From an optimization exercise on the open Yosys and OpenROAD flow, aimed at small area and a short achievable clock period; shortcuts taken in it are not production practice.
In this exercise RTL edits were held to simulation tests only and were not proved equivalent to the original.
Power figures rest on the tool's default switching activity, not on a simulated workload.

// book_top
module book_top #(
  parameter int ENTRIES_N = book_cfg_pkg::DEF_ENTRIES_N,
  parameter bit IS_BID = book_cfg_pkg::DEF_IS_BID
) (
  input  logic                     i_clk,
  input  logic                     i_rst_n,
  input  logic                     i_cmd_vld,
  input  book_types_pkg::cmd_t                     i_cmd,
  input  book_types_pkg::key_t                     i_key,
  input  book_types_pkg::volume_t                  i_volume,
  output logic [ENTRIES_N-1:0]     o_vld,
  output book_types_pkg::key_t [ENTRIES_N-1:0]     o_keys,
  output book_types_pkg::volume_t [ENTRIES_N-1:0]  o_volumes,
  output book_types_pkg::listsize_t                o_listsize,
  output logic                     o_notify_vld,
  output book_types_pkg::key_t                     o_notify_key,
  output book_types_pkg::volume_t                  o_notify_volume
);
clock: 5.5 ns
lec_check: 0
cap_margin: 20
core_margin: 2
core_utilization: 40
setup_slack_margin: 2.3
slew_margin: 20
synth_hierarchical: 1
tns_end_percent: 10
standard.sh (not shown) runs the stock make flow with config.mk's settings and CLKGATE_MAP_FILE= SYNTH_SCRIPT=/design/flow/synth_recipe.tcl, a recipe that flattens the netlist after the stock synthesis.
==> flow/flow/run.sh <==
#!/bin/bash
# Standard layout, with the smallest buffer on every input and output port
set -e
export BUFFER_PORTS_ARGS="-buffer_cell sky130_fd_sc_hd__buf_1"
bash standard.sh > standard.log 2>&1
The starting point ran to the end with no violations.
==> next run, changes <==
CTS_BUF_LIST = sky130_fd_sc_hd__clkbuf_8   (was unset)
CTS_CLUSTER_DIAMETER = 50   (was unset)
CTS_CLUSTER_SIZE = 16   (was unset)
SETUP_SLACK_MARGIN = 1.7   (was 2.3)
- worst setup slack is worse by 0.46 ns
- sequential share of layout area went up by 3.2 points
- area after synthesis does not change
- total power is lower by 6.8%
- critical path depth is unchanged
==> next run, changes <==
SETUP_SLACK_MARGIN = 2.0   (was 1.7)
=> The new run completed without violations; clock power is about the same; wire length goes up by 0.95%; hold slack is worse by 0.0053 ns; global-route usage goes up by 0.18 points; sequential share of layout area goes down by 0.96 points; maximum frequency goes up by 8.1%.

---

== before ==
Another version of the RTL of book_top (not shown whole).
Size: roughly 3,200 cells after synthesis, ~560 flip-flops.
make LEC_CHECK=0 CAP_MARGIN=20 CORE_MARGIN=2 CORE_UTILIZATION=40 SLEW_MARGIN=20 SYNTH_HIERARCHICAL=1 finish   # period 5.5 ns
run.sh (not shown) runs the stock make flow with config.mk's settings and CLKGATE_MAP_FILE= SYNTH_SCRIPT=/design/flow/synth_recipe.tcl, a recipe that flattens the netlist after the stock synthesis.
Stock flow here: none of the scripts above is used.
> inputs changed (before -> after)
==> flow/flow/run.sh (new file) <==
#!/bin/bash
# Standard layout, with the smallest buffer on every input and output port
set -e
export BUFFER_PORTS_ARGS="-buffer_cell sky130_fd_sc_hd__buf_1"
bash standard.sh > standard.log 2>&1
==> flow/standard.sh (new file) <==
#!/bin/bash
# synth_recipe.tcl (not shown) runs the flow's synth.tcl, then flattens the netlist and writes it again
# the make line also repeats each setting of config.mk as NAME=value (left out here)
make -C /OpenROAD-flow-scripts/flow DESIGN_CONFIG=/design/flow/config.mk WORK_HOME=/design/flow/orfs CLKGATE_MAP_FILE= SYNTH_SCRIPT=/design/flow/synth_recipe.tcl "${@:-finish}"
removed: flow/run.sh
## What came out
after: flow completed, timing, DRC and antenna clean
before: done, clean on timing, DRC and antenna
On sequential share of layout area: between after and before, it ends up lower for before.
after vs before, final routed wirelength across all metal layers went down by 3.8%.
Taking before over after, the count of routing violations after the opening detailed-route iteration ratio works out to 1.15.
Relative contribution of the clock network to total power up 1.5 points in after wrt before
When the final numbers for after and before were put side by side, the total cell area at the placement stage turned out to be smaller in after.
Taking before as the reference point, the area added between synthesis and finish of after falls by 18 points.
Between before and after, via count decreased.
The faster design of the two is after; before tops out lower.

---

run 1:
book_top with an RTL version that a note above also has.
Size in the first run: roughly 600 I/O pins, about 29000 um2 of cells after synthesis.
export LEC_CHECK = 0
export CAP_MARGIN = 10
export CORE_MARGIN = 2
export CORE_UTILIZATION = 40
export CTS_BUF_LIST = sky130_fd_sc_hd__clkbuf_8
export CTS_CLUSTER_DIAMETER = 50
export CTS_CLUSTER_SIZE = 16
export SETUP_SLACK_MARGIN = 2.0
export SLEW_MARGIN = 10
export SYNTH_HIERARCHICAL = 1
export TNS_END_PERCENT = 10
create_clock -name core_clock -period 5.5 [get_ports {i_clk}]
standard.sh (not shown) runs the stock make flow with config.mk's settings and CLKGATE_MAP_FILE= SYNTH_SCRIPT=/design/flow/synth_recipe.tcl, a recipe that flattens the netlist after the stock synthesis.
==> flow/flow/run.sh <==
#!/bin/bash
# Standard layout, with the smallest buffer on every input and output port
set -e
export BUFFER_PORTS_ARGS="-buffer_cell sky130_fd_sc_hd__buf_1"
bash standard.sh > standard.log 2>&1
Here is what was changed in the inputs of run 2 compared with run 1.
- a change of SLEW_MARGIN from 10 to 20
- a change of CAP_MARGIN from 10 to 20
- a change of SETUP_SLACK_MARGIN from 2.0 to 2.3
Results
Slew at the pin closest to its max-slew limit: run 2 < run 1. Run 2 against run 1: final period utilization moved down, number of inserted filler cells in the final layout now smaller, relative slew slack grew by 5.5 points, via count moved up.
Here is what was changed in the inputs of run 3 compared with run 2.
- swapping 2.3 for 2.0 in SETUP_SLACK_MARGIN
- putting GPL_ROUTABILITY_DRIVEN at 0 where nothing was set
Notes after the runs:
- Fmax: run 3 lower than run 2
- Run 3 vs run 2, clock skew went up by 0.017 ns.
- Looking only at share of post-route cells with drive strength above 1, and setting everything else aside, the higher value of run 2 and run 3 goes to run 2.
- Run 3 vs run 2 — post-detailed-routing wire length dropped 3000 um.
- Looking at capturing element of the worst setup path, the o_listsize[2] result is from run 3; the o_listsize[1] one comes from run 2.
- There was hardly any difference in total placed cells including tap cells between run 2 and run 3.
- On total power, run 3 does better than run 2.
- On setup slack, the higher figure sits with run 2, not run 3.
- Worst slew margin relative to its limit came out higher on run 3 than on run 2.
- Relative to run 2, the summed area of non-filler cells in the final layout measured on run 3 has decreased by a few percent.
- The lower final layout net count came out of run 3.
- [run 3 vs run 2] layout overhead on the synthesized area: lower in run 3
> inputs changed (run 3 -> run 4)
- swapping 40 for 48 in CORE_UTILIZATION
- clearing GPL_ROUTABILITY_DRIVEN, which used to be 0
Results
Comparing run 4 and run 3, die area is higher on run 3.
Min clock power across run 4 and run 3: run 4
Per the comparison of run 4 with run 3, relative area of non-clock buffer cells in the final design moved up, layout cell share with drive strength beyond 1 moved down, total routing resource utilization after global routing moved up, via count of the first global-routing pass moved up.
In the flow results for run 4 and run 3, the non-clock buffer count in the final layout is smaller on run 3.
Compared run 4 vs run 3, and detailed-routed wire length on met2 is down in run 4.
When the final numbers for run 4 and run 3 were put side by side, the relative contribution of combinational cells to total power turned out to be greater in run 4.

## port drivers added, routing unchanged
The flow's constraints put no driver on any port. The routed layouts listed below were extracted and timed again, unchanged, in two steps. Step 1, drivers: a clkbuf_16 drives i_clk and a buf_2 each remaining input, both assumed. Step 2 times the ports against the registers' clock, not the clock port: input delays grow and output delays shrink by t, the midpoint of the rising clock arrivals with the driver on. Slacks: ideal ports / drivers / drivers and shift; pairs: ideal ports / drivers.
run	shift t [ns]	setup WS [ns]	worst setup path after step 2	worst register clock-pin slew, ns
the first run of note 1	0.685	2.128 / 2.056 / 1.580	input to register	0.07 / 0.07
the second run of note 1	0.763	1.668 / 1.601 / 0.976	input to register	0.10 / 0.10
the third run of note 1	0.763	1.955 / 1.890 / 1.374	input to register	0.10 / 0.10
before	0.673	0.428 / 0.469 / -0.204	input to register	0.06 / 0.06
after	0.661	0.717 / 0.761 / 0.101	input to register	0.06 / 0.06
run 1	0.754	1.891 / 1.825 / 1.328	input to register	0.11 / 0.11
run 2	0.769	2.014 / 1.942 / 1.467	input to register	0.10 / 0.10
run 3	0.776	1.909 / 1.841 / 1.262	input to register	0.10 / 0.10
run 4	0.754	1.918 / 1.855 / 1.286	input to register	0.11 / 0.11
With both steps, setup timing fails in before, where it was met with ideal ports. For the second run of note 1, which loses most, drivers alone change the setup slack by -0.067 ns; drivers and shift together by -0.692 ns.
